This is an optimization exercise on Yosys and OpenROAD, whose aim is small area and a short achievable clock period, not a production implementation. RTL that was checked went through simulation tests only; none was proved equivalent to the original. For run 2, only the layout was checked, not whether the RTL still works. Power figures rest on the tool's default switching activity, not on a simulated workload.

$ cat flow/run.sh
#!/bin/bash
# synth_recipe.tcl (not shown) runs the flow's synth.tcl, then flattens the netlist and writes it again
# the make line also repeats each setting of config.mk as NAME=value (left out here)
make -C /OpenROAD-flow-scripts/flow DESIGN_CONFIG=/design/flow/config.mk WORK_HOME=/design/flow/orfs CLKGATE_MAP_FILE= SYNTH_SCRIPT=/design/flow/synth_recipe.tcl finish
$ cat flow/config.mk
export PLATFORM = sky130hd
export DESIGN_NAME = traffic_generator
export DESIGN_NICKNAME = traffic_generator
export VERILOG_FILES = /design/flow/design.v
export SDC_FILE = /design/flow/constraint.sdc
export NUM_CORES = 4
export LEC_CHECK = 0
export CAP_MARGIN = 20
export CORE_MARGIN = 2
export CORE_UTILIZATION = 55
export CTS_BUF_LIST = sky130_fd_sc_hd__clkbuf_16
export CTS_CLUSTER_DIAMETER = 80
export CTS_CLUSTER_SIZE = 25
export SETUP_SLACK_MARGIN = 3.7
export SLEW_MARGIN = 20
export SYNTH_HIERARCHICAL = 1
$ cat flow/constraint.sdc
create_clock -name core_clock -period 7.0 [get_ports {clk}]
set_input_delay 1.4000 -clock core_clock [delete_from_list [all_inputs] [get_ports {clk}]]
set_output_delay 1.4000 -clock core_clock [all_outputs]
set_load 0.01 [all_outputs]
$ cat flow/design.v
`default_nettype none
`default_nettype wire
`default_nettype none
package tg_proto_pkg;
	typedef logic [8-1:0] byte_t;
	localparam byte_t WRITE_START = 8'hFF;
	localparam byte_t READ_START = 8'hFE;
	localparam byte_t DONE_BYTE = 8'h1E;
	typedef enum logic [2:0] {
		ST_IDLE,
		ST_ADDR,
		ST_LEN,
		ST_WR_DATA,
		ST_WR_CMD,
		ST_RD_CMD,
		ST_RD_WAIT
	} parser_state_t;
endpackage
`default_nettype wire
`default_nettype none
package tg_mcb_pkg;
	typedef enum logic [2:0] {
		MCB_WRITE = 3'd0,
		MCB_READ = 3'd1,
		MCB_WRITE_AP = 3'd2,
		MCB_READ_AP = 3'd3
	} mcb_instr_t;
	typedef logic [30-1:0] mcb_addr_t;
	typedef logic [32-1:0] mcb_word_t;
	typedef logic [6-1:0] mcb_bl_t;
endpackage
`default_nettype wire
`timescale 1ns/1ps
`default_nettype none
module traffic_generator (
	input logic clk,
	input logic reset,
	input logic rx_done_tick,
	input tg_proto_pkg::byte_t rx_data_out,
	output logic tx_start_transmission,
	output tg_proto_pkg::byte_t tx_data_in,
	input logic tx_busy,
	output logic cmd_en,
	output tg_mcb_pkg::mcb_instr_t cmd_instr,
	output tg_mcb_pkg::mcb_bl_t cmd_bl,
	output tg_mcb_pkg::mcb_addr_t cmd_byte_addr,
	input logic cmd_full,
	output logic wr_en,
	output tg_mcb_pkg::mcb_word_t wr_data,
	input logic wr_full,
	output logic rd_en,
	input tg_mcb_pkg::mcb_word_t rd_data,
	input logic rd_empty
);
	logic s_idle, s_addr, s_len, s_wdat, s_wcmd, s_rcmd, s_rwait;
	logic [1:0] addr_cnt;
	logic [5:0] cnt;
	logic cmd_rd;
	logic cmd_ok;
	logic [7:0] whead;
	logic [7:0] wmem [63];
	logic [5:0] wwp;
	logic [7:0] w_lo, w_hi;  
	logic [6:0] wqc;     
	logic wvis;          
	logic rd_ok;         
	logic last_q;
	logic read_done;
	logic [7:0] rmem [128];
	logic [6:0] rwp;
	logic [7:0] r_lo;    
	logic [15:0] r_hi;   
	logic [7:0] rcnt;    
	logic reply_push;    
	logic [7:0] reply_byte;
	logic tick;
	logic is_start;
	logic w_push, w_pop;
	logic wr_go, rd_go;
	logic r_push, r_pop, r_full;
	logic wq0, wq1;
	logic [6:0] wqc_n;
	logic s_wcmd_n, s_rcmd_n;
	assign tick = rx_done_tick;
	assign is_start = (rx_data_out[7:1] == 7'h7F);
	assign cmd_en = cmd_ok && !cmd_full;
	assign wr_en = wvis && !wr_full;
	assign rd_en = rd_ok && !rd_empty;
	assign cmd_instr = cmd_rd ? tg_mcb_pkg::MCB_READ_AP : tg_mcb_pkg::MCB_WRITE_AP;
	assign wr_data = {24'd0, whead};
	assign wr_go = cmd_en && s_wcmd;
	assign rd_go = cmd_en && s_rcmd;
	always_ff @(posedge clk) begin
		if (reset) begin
			s_idle <= 1'b1;
			s_addr <= 1'b0;
			s_len <= 1'b0;
			s_wdat <= 1'b0;
			s_wcmd <= 1'b0;
			s_rcmd <= 1'b0;
			s_rwait <= 1'b0;
		end else begin
			if (s_idle && tick && is_start) begin
				s_idle <= 1'b0;
				s_addr <= 1'b1;
			end
			if (s_addr && tick && addr_cnt == 2'd3) begin
				s_addr <= 1'b0;
				s_len <= 1'b1;
			end
			if (s_len && tick) begin
				s_len <= 1'b0;
				s_wdat <= !cmd_rd;
				s_rcmd <= cmd_rd;
			end
			if (s_wdat && tick && cnt == 6'd1) begin
				s_wdat <= 1'b0;
				s_wcmd <= 1'b1;
			end
			if (wr_go) begin
				s_wcmd <= 1'b0;
				s_idle <= 1'b1;
			end
			if (rd_go) begin
				s_rcmd <= 1'b0;
				s_rwait <= 1'b1;
			end
			if (s_rwait && read_done) begin
				s_rwait <= 1'b0;
				s_idle <= 1'b1;
			end
		end
	end
	always_ff @(posedge clk) begin
		if (s_idle) begin
			addr_cnt <= 2'd0;
		end else if (s_addr && tick) begin
			addr_cnt <= addr_cnt + 2'd1;
		end
	end
	always_ff @(posedge clk) begin
		if (s_idle && tick) begin
			cmd_rd <= !rx_data_out[0];
		end
		if (s_addr && tick) begin
			cmd_byte_addr <= {cmd_byte_addr[21:0], rx_data_out};
		end
		if (s_len && tick) begin
			cmd_bl <= rx_data_out[5:0];
		end
	end
	always_ff @(posedge clk) begin
		if (s_len && tick) begin
			cnt <= rx_data_out[5:0];
		end else if ((s_wdat && tick) || rd_en) begin
			cnt <= cnt - 6'd1;
		end
	end
	assign s_wcmd_n = (s_wdat && tick && cnt == 6'd1) || (s_wcmd && !wr_go);
	assign s_rcmd_n = (s_len && tick && cmd_rd) || (s_rcmd && !rd_go);
	always_ff @(posedge clk) begin
		if (reset) begin
			cmd_ok <= 1'b0;
		end else begin
			cmd_ok <= s_rcmd_n || (s_wcmd_n && !w_push && (wq0 || (wq1 && w_pop)));
		end
	end
	assign w_push = s_wdat && tick;
	assign w_pop = wr_en;
	assign wq0 = (wqc == 7'd0);
	assign wq1 = (wqc == 7'd1);
	assign wqc_n = wqc + {6'd0, w_push} - {6'd0, w_pop};
	always_ff @(posedge clk) begin
		if (reset) begin
			wqc <= 7'd0;
			wvis <= 1'b0;
			wwp <= 6'd0;
			w_lo <= 8'd1;
			w_hi <= 8'd1;
		end else begin
			wqc <= wqc_n;
			wvis <= w_pop ? !wq1 : !wq0;
			if (w_push && !(wq0 || (wq1 && w_pop))) begin
				wwp <= (wwp == 6'd62) ? 6'd0 : wwp + 6'd1;
			end
			if (w_pop && !wq1) begin
				if (w_hi[7] && w_lo[6]) begin
					w_lo <= 8'd1;
					w_hi <= 8'd1;
				end else begin
					w_lo <= {w_lo[6:0], w_lo[7]};
					if (w_lo[7]) begin
						w_hi <= {w_hi[6:0], w_hi[7]};
					end
				end
			end
		end
	end
	logic w_full;
	logic [7:0] w_wlo, w_whi;
	assign w_full = wqc[6];
	assign w_wlo = 8'd1 << wwp[2:0];
	assign w_whi = 8'd1 << wwp[5:3];
	always_ff @(posedge clk) begin
		for (int i = 0; i < 63; i++) begin
			if (w_whi[i / 8] && w_wlo[i % 8] && !w_full) begin
				wmem[i] <= rx_data_out;
			end
		end
	end
	logic [7:0] w_rd;
	for (genvar b = 0; b < 8; b++) begin : g_wrd
		logic [7:0] grp;
		for (genvar g = 0; g < 8; g++) begin : g_grp
			logic [7:0] d;
			for (genvar j = 0; j < 8; j++) begin : g_d
				if (g * 8 + j < 63) begin : g_on
					assign d[j] = wmem[g * 8 + j][b];
				end else begin : g_off
					assign d[j] = 1'b0;
				end
			end
			if (g < 7) begin : g_full
				tg_sel8 u_sel (.s(w_lo), .d(d), .y(grp[g]));
			end else begin : g_last
				tg_sel7 u_sel (.s(w_lo[6:0]), .d(d[6:0]), .y(grp[g]));
			end
		end
		tg_sel8 u_sel (.s(w_hi), .d(grp), .y(w_rd[b]));
	end
	always_ff @(posedge clk) begin
		if (wq0 || (wq1 && w_pop)) begin
			whead <= rx_data_out;
		end else if (w_pop) begin
			whead <= w_rd;
		end
	end
	always_ff @(posedge clk) begin
		if (reset) begin
			rd_ok <= 1'b0;
			last_q <= 1'b0;
			read_done <= 1'b0;
		end else begin
			rd_ok <= !rd_en && (cnt != 6'd0) && (s_rwait || rd_go);
			last_q <= rd_en && (cnt == 6'd1);
			read_done <= last_q;
		end
	end
	always_ff @(posedge clk) begin
		if (reset) begin
			reply_push <= 1'b0;
		end else begin
			reply_push <= rd_en || last_q || wr_go;
		end
	end
	always_ff @(posedge clk) begin
		reply_byte <= rd_ok ? rd_data[7:0] : tg_proto_pkg::DONE_BYTE;
	end
	assign r_full = rcnt[7];
	assign r_push = reply_push && !r_full;
	assign r_pop = (rcnt != 8'd0) && !tx_busy && !tx_start_transmission;
	always_ff @(posedge clk) begin
		if (reset) begin
			rcnt <= 8'd0;
			rwp <= 7'd0;
			r_lo <= 8'd1;
			r_hi <= 16'd1;
			tx_start_transmission <= 1'b0;
		end else begin
			rcnt <= rcnt + {7'd0, r_push} - {7'd0, r_pop};
			if (r_push) begin
				rwp <= rwp + 7'd1;
			end
			if (r_pop) begin
				r_lo <= {r_lo[6:0], r_lo[7]};
				if (r_lo[7]) begin
					r_hi <= {r_hi[14:0], r_hi[15]};
				end
			end
			tx_start_transmission <= r_pop;
		end
	end
	logic [7:0] r_wlo;
	logic [15:0] r_whi;
	assign r_wlo = 8'd1 << rwp[2:0];
	assign r_whi = 16'd1 << rwp[6:3];
	always_ff @(posedge clk) begin
		for (int i = 0; i < 128; i++) begin
			if (r_whi[i / 8] && r_wlo[i % 8] && !r_full) begin
				rmem[i] <= reply_byte;
			end
		end
	end
	logic [7:0] r_rd;
	for (genvar b = 0; b < 8; b++) begin : g_rrd
		logic [15:0] grp;
		for (genvar g = 0; g < 16; g++) begin : g_grp
			logic [7:0] d;
			for (genvar j = 0; j < 8; j++) begin : g_d
				assign d[j] = rmem[g * 8 + j][b];
			end
			tg_sel8 u_sel (.s(r_lo), .d(d), .y(grp[g]));
		end
		logic y0, y1;
		tg_sel8 u_sel0 (.s(r_hi[7:0]), .d(grp[7:0]), .y(y0));
		tg_sel8 u_sel1 (.s(r_hi[15:8]), .d(grp[15:8]), .y(y1));
		assign r_rd[b] = y0 || y1;
	end
	always_ff @(posedge clk) begin
		tx_data_in <= r_rd;
	end
endmodule
module tg_sel8 (
	input logic [7:0] s,
	input logic [7:0] d,
	output logic y
);
	logic n0, n1, n6, n7;
	tg_aoi222 u0 (.a1(s[0]), .a2(d[0]), .b1(s[1]), .b2(d[1]), .c1(s[2]), .c2(d[2]), .y(n0));
	tg_aoi222 u1 (.a1(s[3]), .a2(d[3]), .b1(s[4]), .b2(d[4]), .c1(s[5]), .c2(d[5]), .y(n1));
	tg_nand2 u6 (.a(s[6]), .b(d[6]), .y(n6));
	tg_nand2 u7 (.a(s[7]), .b(d[7]), .y(n7));
	tg_nand4 u8 (.a(n0), .b(n1), .c(n6), .d(n7), .y(y));
endmodule
module tg_sel7 (
	input logic [6:0] s,
	input logic [6:0] d,
	output logic y
);
	logic n0, n1, n6;
	tg_aoi222 u0 (.a1(s[0]), .a2(d[0]), .b1(s[1]), .b2(d[1]), .c1(s[2]), .c2(d[2]), .y(n0));
	tg_aoi222 u1 (.a1(s[3]), .a2(d[3]), .b1(s[4]), .b2(d[4]), .c1(s[5]), .c2(d[5]), .y(n1));
	tg_nand2 u6 (.a(s[6]), .b(d[6]), .y(n6));
	tg_nand3 u8 (.a(n0), .b(n1), .c(n6), .y(y));
endmodule
module tg_aoi222 (
	input logic a1, a2, b1, b2, c1, c2,
	output logic y
);
	assign y = !((a1 && a2) || (b1 && b2) || (c1 && c2));
endmodule
module tg_nand2 (
	input logic a, b,
	output logic y
);
	assign y = !(a && b);
endmodule
module tg_nand3 (
	input logic a, b, c,
	output logic y
);
	assign y = !(a && b && c);
endmodule
module tg_nand4 (
	input logic a, b, c, d,
	output logic y
);
	assign y = !(a && b && c && d);
endmodule
`default_nettype wire
==> flow_summary.toml, run 1 <==
[timing]
worst_slew_pin_slew_ps = 1110
fin_crit_ps = 3360
max-slew-margin-rel_pct = 26.1
period_share_pct = 48.0
fin_skew_ps = 26.3
setup_slack_ps = 3640
rsz0062_at_grt = "no"
fmax_ghz = 0.298
hold_ws_ps = 456
finalSetupViolCount = 0
final_hold_viol_count = 0
maxSlewViolCount = 0
tns_ps = 0

[layout]
drive_above_1_share_pct = 5.97
antenna_cells = 0
final_common_cell = "edfxtp_1"
syn2layout_area_growth_pct = 8.55
design_area_um2 = 65800
fin_nets = 3713
fin_util_pct = 60.3
final_cell_mix = "1579 x edfxtp_1, 481 x nand2_1, 432 x a222oi_1"

[logic_synthesis]
avgSynthCellArea_um2 = 17.5
synth_cell_types = 58
ys.flop_type = "edfxtp_1"
yosysWarnings = 9
synthCells = 3456
synth_edf_count = 1579
synthArstFlopShare_pct = 0
synth_seq_area_share_pct = 81.6
syn_area_um2 = 60600
yosys_register_bits = 1679

[floorplanning]
ios = 130
core_um2 = 109000
die_area_um2 = 113000
row_count = 121
die_y_um = 336
start_util_pct = 55.6
die_w_um = 336

[critical_path]
cp_slowest_cell = "a222oi_1"
crit_arrival_ps = 3760
end_kind = "register"
path_max_fanout = 40
critPathMaxStageDelay_ps = 960
worstPathRequired_ps = 7400
cp-start-kind = "register"
crit_chain = "buf_6, a222oi_1, nand4_1, a222oi_1, nand4_1, nand2_1, o21ai_0"
path_delay_family = "compound AO/OA/AOI/OAI gates"
crit_buf_inv = 1
r2r_slack_ps = 3640
critPathKind = "reg2reg"

[detailed_routing]
detail_route.wl_per_cell_um = 28.9
ant_nets = 0
drc = 0
vias_per_cell = 6.65
drt_iter0_markers = 5427
num_vias = 33800
dr.pass1.iters = 9
drt_wl_total_um = 147000

[placement]
numPortBuffers = 79
gp_congestion = 0.850
hpwl_um = 85800
place_area_um2 = 63200
dp_slack_ps = 2780

[pwr]
ir_drop_v = 0.000186
p_leak_nw = 20.9
power_density_nw_per_um2 = 267

[clock_tree]
cts_made_buffers = 77
holdBufCountCts = 0
htree_levels = 3
cts_tree = "done"
cts.reportedPaths.clkPinSlew_ps = 100
clock_sinks = 1679
clk-insertion-delay-late_ps = 680
root_buffer = "clkbuf_16"
cts_buffer_depth = 3

[global_routing]
grt_overflow_total = 0
grt_pass1_vias = 32200
gr-usage-all-layers_pct = 25.6
grt_pass1_wl_um = 212000
grt_max_degree = 101
antenna_found_initial = 1

[min_path]
holdCritPathClass = "reg2reg"

[run]
cap_viol_max_count = 0

[status]
status = "timing/DRC/antenna clean"
==> Yosys stat by module, one instance, submodules excluded, excerpt <==
module | cells inside | flip-flops and latches | area [µm²] | times used
traffic_generator | 2384 | 1679 | 53300 | 1
tg_aoi222 | 1 | 0 | 10.0 | 432
tg_nand4 | 1 | 0 | 6.26 | 208
tg_nand3 | 1 | 0 | 5.00 | 8
tg_nand2 | 1 | 0 | 3.75 | 424
==> registers in the layout, summed over array words and instances, names as in the netlist, 2 cells and up <==
register and count:
addr_cnt 2, w_hi 8, wqc 7, tx_data_in 8, wmem 504, whead 8
rcnt 8, w_lo 8, cmd_bl 6, r_lo 8, cmd_byte_addr 30, wwp 6
rmem 1024, cnt 6, rwp 7, reply_byte 8, r_hi 16
==> cells in the mapped netlist, drive strengths merged, types with 3 or more instances <==
cell type	number	share of area, %
and2	6	0.062
o32ai	4	0.058
inv	38	0.24
nand4	213	2.2
or2	9	0.093
nor2b	14	0.14
o211ai	4	0.050
clkbuf	25	0.15
xnor2	7	0.10
or3	6	0.062
nand3	32	0.26
o22ai	5	0.052
a222oi	432	7.1
nand2b	12	0.12
mux2i	23	0.38
nor2	255	1.6
nor3	9	0.074
xor2	4	0.058
ha	34	0.70
a21oi	35	0.30
mux2	10	0.19
a31oi	5	0.052
a211oi	7	0.087
a21o	3	0.037
o21ai	13	0.11
o21a	3	0.037
edfxtp	1579	78
nor4	6	0.062
buf	40	0.47
and3	4	0.041
nand3b	5	0.062
nand2	487	3.0
dfxtp	100	3.3
==> per-layer routing <==
metal	track usage, %	share of wire [%]	vias up
li1	-	-	14700
met1	37.3	41	17200
met2	40.6	47	1660
met3	4.67	9.7	212
met4	5.69	2.5	0
met5	0	0	-
==> cell type report <==
| class | count | area, µm² |
|---|---|---|
| Sequential cell | 1679 | 49500 |
| Tap cell | 1414 | 1770 |
| Multi-Input combinational cell | 1697 | 10800 |
| Clock buffer | 81 | 2030 |
| Inverter | 39 | 159 |
| Clock inverter | 36 | 153 |
| Fill cell | 7953 | 43200 |
| Timing Repair Buffer | 136 | 1350 |
==> cell families (layout without fill, tap and decap cells) <==
kind of cell	count (synthesis)	after routing	share of synthesized area [%]
other	2	26	0.0124
muxes	33	33	0.566
DFF	1679	1679	81.6
xor gates and xnor gates	11	11	0.159
AOI/OAI and AO/OA	525	525	8.12
buffers and inverters	104	292	0.865
and+or+nand+nor	1066	1066	7.93
adders and majority gates	36	36	0.768
==> timing repair <==
action                     in CTS  in global routing
buffers inserted                8                  7
hold endpoints to repair        0                  0
gates resized for setup        41                 25
setup endpoints to repair      15                 19
gates cloned                    0                  0
pin swaps                       4                  9
==> worst paths after layout <==
kind / startpoint / endpoint / cells past startpoint
max: w_lo[1]$_SDFFE_PP0P_ / whead[0]$_DFFE_PP_ / 7
min: cmd_byte_addr[5]$_DFFE_PP_ / cmd_byte_addr[13]$_DFFE_PP_ / 0
max reg2reg: w_lo[1]$_SDFFE_PP0P_ / whead[0]$_DFFE_PP_ / 7
min reg2reg: cmd_byte_addr[5]$_DFFE_PP_ / cmd_byte_addr[13]$_DFFE_PP_ / 0
==> stage by stage <==
step           power (W)  instances
2_1_floorplan     0.0121       3480
3_3_place_gp      0.0126       4947
3_5_place_dp      0.0127       4947
4_1_cts           0.0176       5072
5_1_grt           0.0181       5082
6_report          0.0175       5082
==> where the power goes <==
part	internal, W	total, W	switching, W
combinational	0.000539	0.00148	0.000937
clock	0.00210	0.00501	0.00291
sequential	0.0110	0.0111	0.0000920
total	0.0136	0.0175	0.00393
==> run 2: changes to the inputs <==
--- a/flow/design.v
+++ b/flow/design.v
@@ -60,6 +60,7 @@
 	logic [7:0] whead;
 	logic [7:0] wmem [63];
 	logic [5:0] wwp;
+	logic [5:0] wrp;
 	logic [7:0] w_lo, w_hi;  
 	logic [6:0] wqc;     
 	logic wvis;          
@@ -68,6 +69,7 @@
 	logic read_done;
 	logic [7:0] rmem [128];
 	logic [6:0] rwp;
+	logic [6:0] rrp;
 	logic [7:0] r_lo;    
 	logic [15:0] r_hi;   
 	logic [7:0] rcnt;    
@@ -175,8 +177,7 @@
 			wqc <= 7'd0;
 			wvis <= 1'b0;
 			wwp <= 6'd0;
-			w_lo <= 8'd1;
-			w_hi <= 8'd1;
+			wrp <= 6'd0;
 		end else begin
 			wqc <= wqc_n;
 			wvis <= w_pop ? !wq1 : !wq0;
@@ -184,15 +185,7 @@
 				wwp <= (wwp == 6'd62) ? 6'd0 : wwp + 6'd1;
 			end
 			if (w_pop && !wq1) begin
-				if (w_hi[7] && w_lo[6]) begin
-					w_lo <= 8'd1;
-					w_hi <= 8'd1;
-				end else begin
-					w_lo <= {w_lo[6:0], w_lo[7]};
-					if (w_lo[7]) begin
-						w_hi <= {w_hi[6:0], w_hi[7]};
-					end
-				end
+				wrp <= (wrp == 6'd62) ? 6'd0 : wrp + 6'd1;
 			end
 		end
 	end
@@ -208,6 +201,8 @@
 			end
 		end
 	end
+	assign w_lo = 8'd1 << wrp[2:0];
+	assign w_hi = 8'd1 << wrp[5:3];
 	logic [7:0] w_rd;
 	for (genvar b = 0; b < 8; b++) begin : g_wrd
 		logic [7:0] grp;
@@ -263,8 +258,7 @@
 		if (reset) begin
 			rcnt <= 8'd0;
 			rwp <= 7'd0;
-			r_lo <= 8'd1;
-			r_hi <= 16'd1;
+			rrp <= 7'd0;
 			tx_start_transmission <= 1'b0;
 		end else begin
 			rcnt <= rcnt + {7'd0, r_push} - {7'd0, r_pop};
@@ -272,10 +266,7 @@
 				rwp <= rwp + 7'd1;
 			end
 			if (r_pop) begin
-				r_lo <= {r_lo[6:0], r_lo[7]};
-				if (r_lo[7]) begin
-					r_hi <= {r_hi[14:0], r_hi[15]};
-				end
+				rrp <= rrp + 7'd1;
 			end
 			tx_start_transmission <= r_pop;
 		end
@@ -292,6 +283,8 @@
 		end
 	end
 	logic [7:0] r_rd;
+	assign r_lo = 8'd1 << rrp[2:0];
+	assign r_hi = 16'd1 << rrp[6:3];
 	for (genvar b = 0; b < 8; b++) begin : g_rrd
 		logic [15:0] grp;
 		for (genvar g = 0; g < 16; g++) begin : g_grp
--- a/flow/config.mk
+++ b/flow/config.mk
@@ -7,10 +7,10 @@
 export LEC_CHECK = 0
 export CAP_MARGIN = 20
 export CORE_MARGIN = 2
-export CORE_UTILIZATION = 55
+export CORE_UTILIZATION = 50
 export CTS_BUF_LIST = sky130_fd_sc_hd__clkbuf_16
 export CTS_CLUSTER_DIAMETER = 80
 export CTS_CLUSTER_SIZE = 25
-export SETUP_SLACK_MARGIN = 3.7
+export SETUP_SLACK_MARGIN = 4.0
 export SLEW_MARGIN = 20
 export SYNTH_HIERARCHICAL = 1
==> run 2 against run 1 <==
Synthesized area fell by 0.70%. First-iteration DRC count increased by 14%. Synthesized cell count fell by 0.61%. Clock power grew 4.2%. Sequential cell count down 27. Highest routed layer unchanged. Routed wire length is 11% higher. Design area is 3.1% higher. Core utilization is 3.7 points lower.
==> flow_summary.toml, run 2 <==
[status]
status = "timing/DRC/antenna clean"

[timing]
fin_crit_ps = 3270
maxSlewViolCount = 0
max-slew-margin-rel_pct = 23.7
tns_ps = 0
setup_slack_ps = 3730
final_hold_viol_count = 0
period_share_pct = 46.7
fmax_ghz = 0.306
worst_slew_pin_slew_ps = 1150
fin_skew_ps = 34.9
finalSetupViolCount = 0
rsz0062_at_grt = "yes"

[min_path]
min_path_cells = 0
min_from = "cmd_byte_addr[15]$_DFFE_PP_"
holdCritPathClass = "reg2reg"
hold_end = "cmd_byte_addr[23]$_DFFE_PP_"

[layout]
fin_nets = 3818
multi_input_area_um2 = 11300
largest_register_ffs = 1024
antenna_cells = 0
final_common_cell = "edfxtp_1"
register_area_um2 = 48900
drive_above_1_share_pct = 10.4
regMostFlops = "rmem"
final_cell_mix = "1579 x edfxtp_1, 473 x nand2_1, 432 x a222oi_1"
syn2layout_area_growth_pct = 12.7
top_regs = "rmem: 1024 flops, wmem: 504 flops, cmd_byte_addr: 30 flops"
fill_cells = 9147

[critical_path]
crit_chain = "buf_4, ha_4, nor2b_4, buf_16, buf_12, a222oi_1, nand4_1, a222oi_1, nand4_1, or2_4"
end_kind = "register"
worstPathRequired_ps = 7600
critPathKind = "reg2reg"
crit_cells = 10
r2r_start = "rrp[0]$_SDFFE_PP0P_"
crit_buf_inv = 3
reg2reg_depth = 10
critPathMaxStageDelay_ps = 810
crit_arrival_ps = 3870
path_delay_family = "compound AO/OA/AOI/OAI gates"
rr_endpoint = "tx_data_in[1]$_DFF_P_"
path_max_fanout = 6
r2r_slack_ps = 3730
cp-start-kind = "register"
cp_slowest_cell = "a222oi_1"

[logic_synthesis]
avgSynthCellArea_um2 = 17.5
yosys_register_bits = 1652
syn_area_um2 = 60200
synth_seq_area_share_pct = 81.3
synthArstFlopShare_pct = 0
synth.cells.most_frequent = "1579 x edfxtp_1, 476 x nand2_1, 432 x a222oi_1"
yosys-top-cells-area = "edfxtp_1 79%, a222oi_1 7.2%, nand2_1 3.0%"
synth_edf_count = 1579
yosys.area.top_type_share_pct = 78.8
yosysTopAreaCell = "edfxtp_1"
ys.flop_type = "edfxtp_1"
synthCells = 3435
synth_cell_types = 61
yosysWarnings = 9
yosys.cell_count.top_type = "edfxtp_1"

[global_routing]
grt_overflow_total = 0
antenna_found_initial = 2
grt_max_degree = 129
gr-usage-all-layers_pct = 26.3
grt_pass1_wl_um = 233000
grt_pass1_vias = 33000

[detailed_routing]
dr.pass1.iters = 8
drt_wl_total_um = 164000
vias_per_cell = 6.51
num_vias = 35000
detail_route.wl_per_cell_um = 30.5
ant_nets = 0
drc = 0
drt_iter0_markers = 6204

[pwr]
ir_drop_v = 0.000187
clockPowerShare_pct = 26.7
seq_power_share_pct = 55.9
p_sw_w = 0.00518
power.internal_w = 0.0144
p_leak_nw = 21.9
p_comb_share_pct = 17.4
power_density_nw_per_um2 = 288
p_sw_share_pct = 26.5

[floorplanning]
ios = 130
die_w_um = 351
core_um2 = 120000
die_y_um = 351
die_area_um2 = 123000
start_util_pct = 50.3
row_count = 127

[clock_tree]
clk-insertion-delay-late_ps = 700
htree_levels = 3
cts_tree = "done"
root_buffer = "clkbuf_16"
cts.reportedPaths.clkPinSlew_ps = 100
cts_made_buffers = 79
holdBufCountCts = 0
clock_sinks = 1652
cts_buffer_depth = 3

[placement]
hpwl_um = 84600
numPortBuffers = 79
gp_congestion = 0.827
dp_slack_ps = 2630

[run]
cap_viol_max_count = 0
## run 2: worst register-to-register path, delay by kind of cell (launching register included)
| kind | cells | cell delay (ps) |
|---|---|---|
| AOI/OAI and AO/OA | 2 | 1090 |
| and+or+nand+nor | 4 | 1090 |
| adders and majority gates | 1 | 170 |
| buffers and inverters | 3 | 480 |
| DFF | 1 | 370 |
## run 2: what timing repair did
action	CTS	global route
endpoints found under the setup margin	72	24
buffers inserted	83	6
gates resized for setup	208	19
pin swaps	175	54
cloned	33	3
## run 2: how the worst max path moves through the flow
stage / start / end / slack [ps]
after CTS: rd_empty / rd_en / 3810
after detailed placement: cmd_full / cmd_en / 2630
after floorplan: rx_done_tick / wqc[6]$_SDFF_PP0_ / 3790
after global placement: cmd_full / cmd_en / 2630
final: rrp[0]$_SDFFE_PP0P_ / tx_data_in[1]$_DFF_P_ / 3730
after global routing: rrp[1]$_SDFFE_PP0P_ / tx_data_in[0]$_DFF_P_ / 3690
## run 2: kinds of logic (layout without fill, tap and decap cells)
family | Yosys count | in the layout | synth area share [%]
XOR/XNOR | 19 | 19 | 0.277
multiplexers | 15 | 15 | 0.272
AO/OA/AOI/OAI | 509 | 509 | 8.07
buffers and inverters | 113 | 415 | 0.901
other | 2 | 26 | 0.0125
adder cells (fa/ha/maj) | 49 | 49 | 1.04
AND/OR/NAND/NOR | 1076 | 1083 | 8.17
flip-flops | 1652 | 1652 | 81.3
## run 2: through the flow
step | total power, W | utilization [%] | cells | hold WS (ps) | cell area [µm²]
final | 0.0195 | 56.6 | 5380 | 447 | 67800
after global routing | 0.0201 | 56.6 | 5380 | 455 | 67800
after CTS | 0.0195 | 56.5 | 5371 | 451 | 67600
after detailed placement | 0.0136 | 52.9 | 5128 | 430 | 63300
after global placement | 0.0136 | 52.9 | 5127 | 429 | 63200
after floorplan | 0.0126 | - | 3459 | 426 | 60400
## run 2: modules after synthesis, one instance, submodules excluded, a selection
module	flip-flops and latches	times used	cells inside	area (µm²)
tg_nand4	0	208	1	6.26
traffic_generator	1652	1	2363	52900
tg_nand3	0	8	1	5.00
tg_nand2	0	424	1	3.75
tg_aoi222	0	432	1	10.0
## run 2: final cells by class
cell class | count | area share [%]
flip-flops and latches | 1652 | 72.2
inverters | 45 | 0.268
multi-input cells | 1701 | 16.6
repair buffers | 243 | 4.49
clock buffers | 83 | 3.06
well taps | 1612 | 2.98
clock inverters | 44 | 0.375
## run 2: layer usage
layer / up-vias / routed length [µm] / global-route usage [%] / share of wire (%)
met5: - / 0 / 0 / 0
met4: 0 / 4110 / 6.98 / 2.5
met3: 222 / 17100 / 4.08 / 10
met2: 1839 / 75400 / 40.9 / 46
met1: 18000 / 67300 / 38.9 / 41
li1: 14900 / - / - / -
## run 2: power by group through the flow
stage                     Combinational (W)  Clock (W)  Sequential (W)
final                               0.00341    0.00522          0.0109
after global routing                0.00355    0.00561          0.0109
after CTS                           0.00331    0.00529          0.0109
after detailed placement            0.00246          0          0.0111
after global placement              0.00244          0          0.0111
after floorplan                     0.00143          0          0.0111

static timing again, ports no longer ideal:
No port has a modelled driver above. Below, the same layouts with a new extraction and two added sets of constraints.
Step 1 sets driving cells, clkbuf_16 on the clock port and buf_2 on the other inputs (assumed; they add their load-dependent delay and slew).
Step 2 also shifts input and output timing later by t, the mid clock arrival at the registers, as if the neighbouring blocks saw the same clock.
Slacks: ideal ports / drivers / drivers and shift; pairs: ideal ports / drivers.
run | t, ns | setup slack, ns | hold WS [ns] | latest minus earliest clock arrival (ns) | slew at the worst register clock pin (ns)
run 1 | 0.750 | 3.641 / 3.641 / 3.089 | 0.456 / 0.456 / 0.456 | 0.027 / 0.027 | 0.10 / 0.10
run 2 | 0.763 | 3.732 / 3.732 / 3.497 | 0.447 / 0.447 / 0.447 | 0.041 / 0.040 | 0.10 / 0.10
After both steps every run listed still meets setup and hold. The setup slack of run 1, which loses most, moves by 0.000 ns with the drivers and by -0.552 ns with both steps.
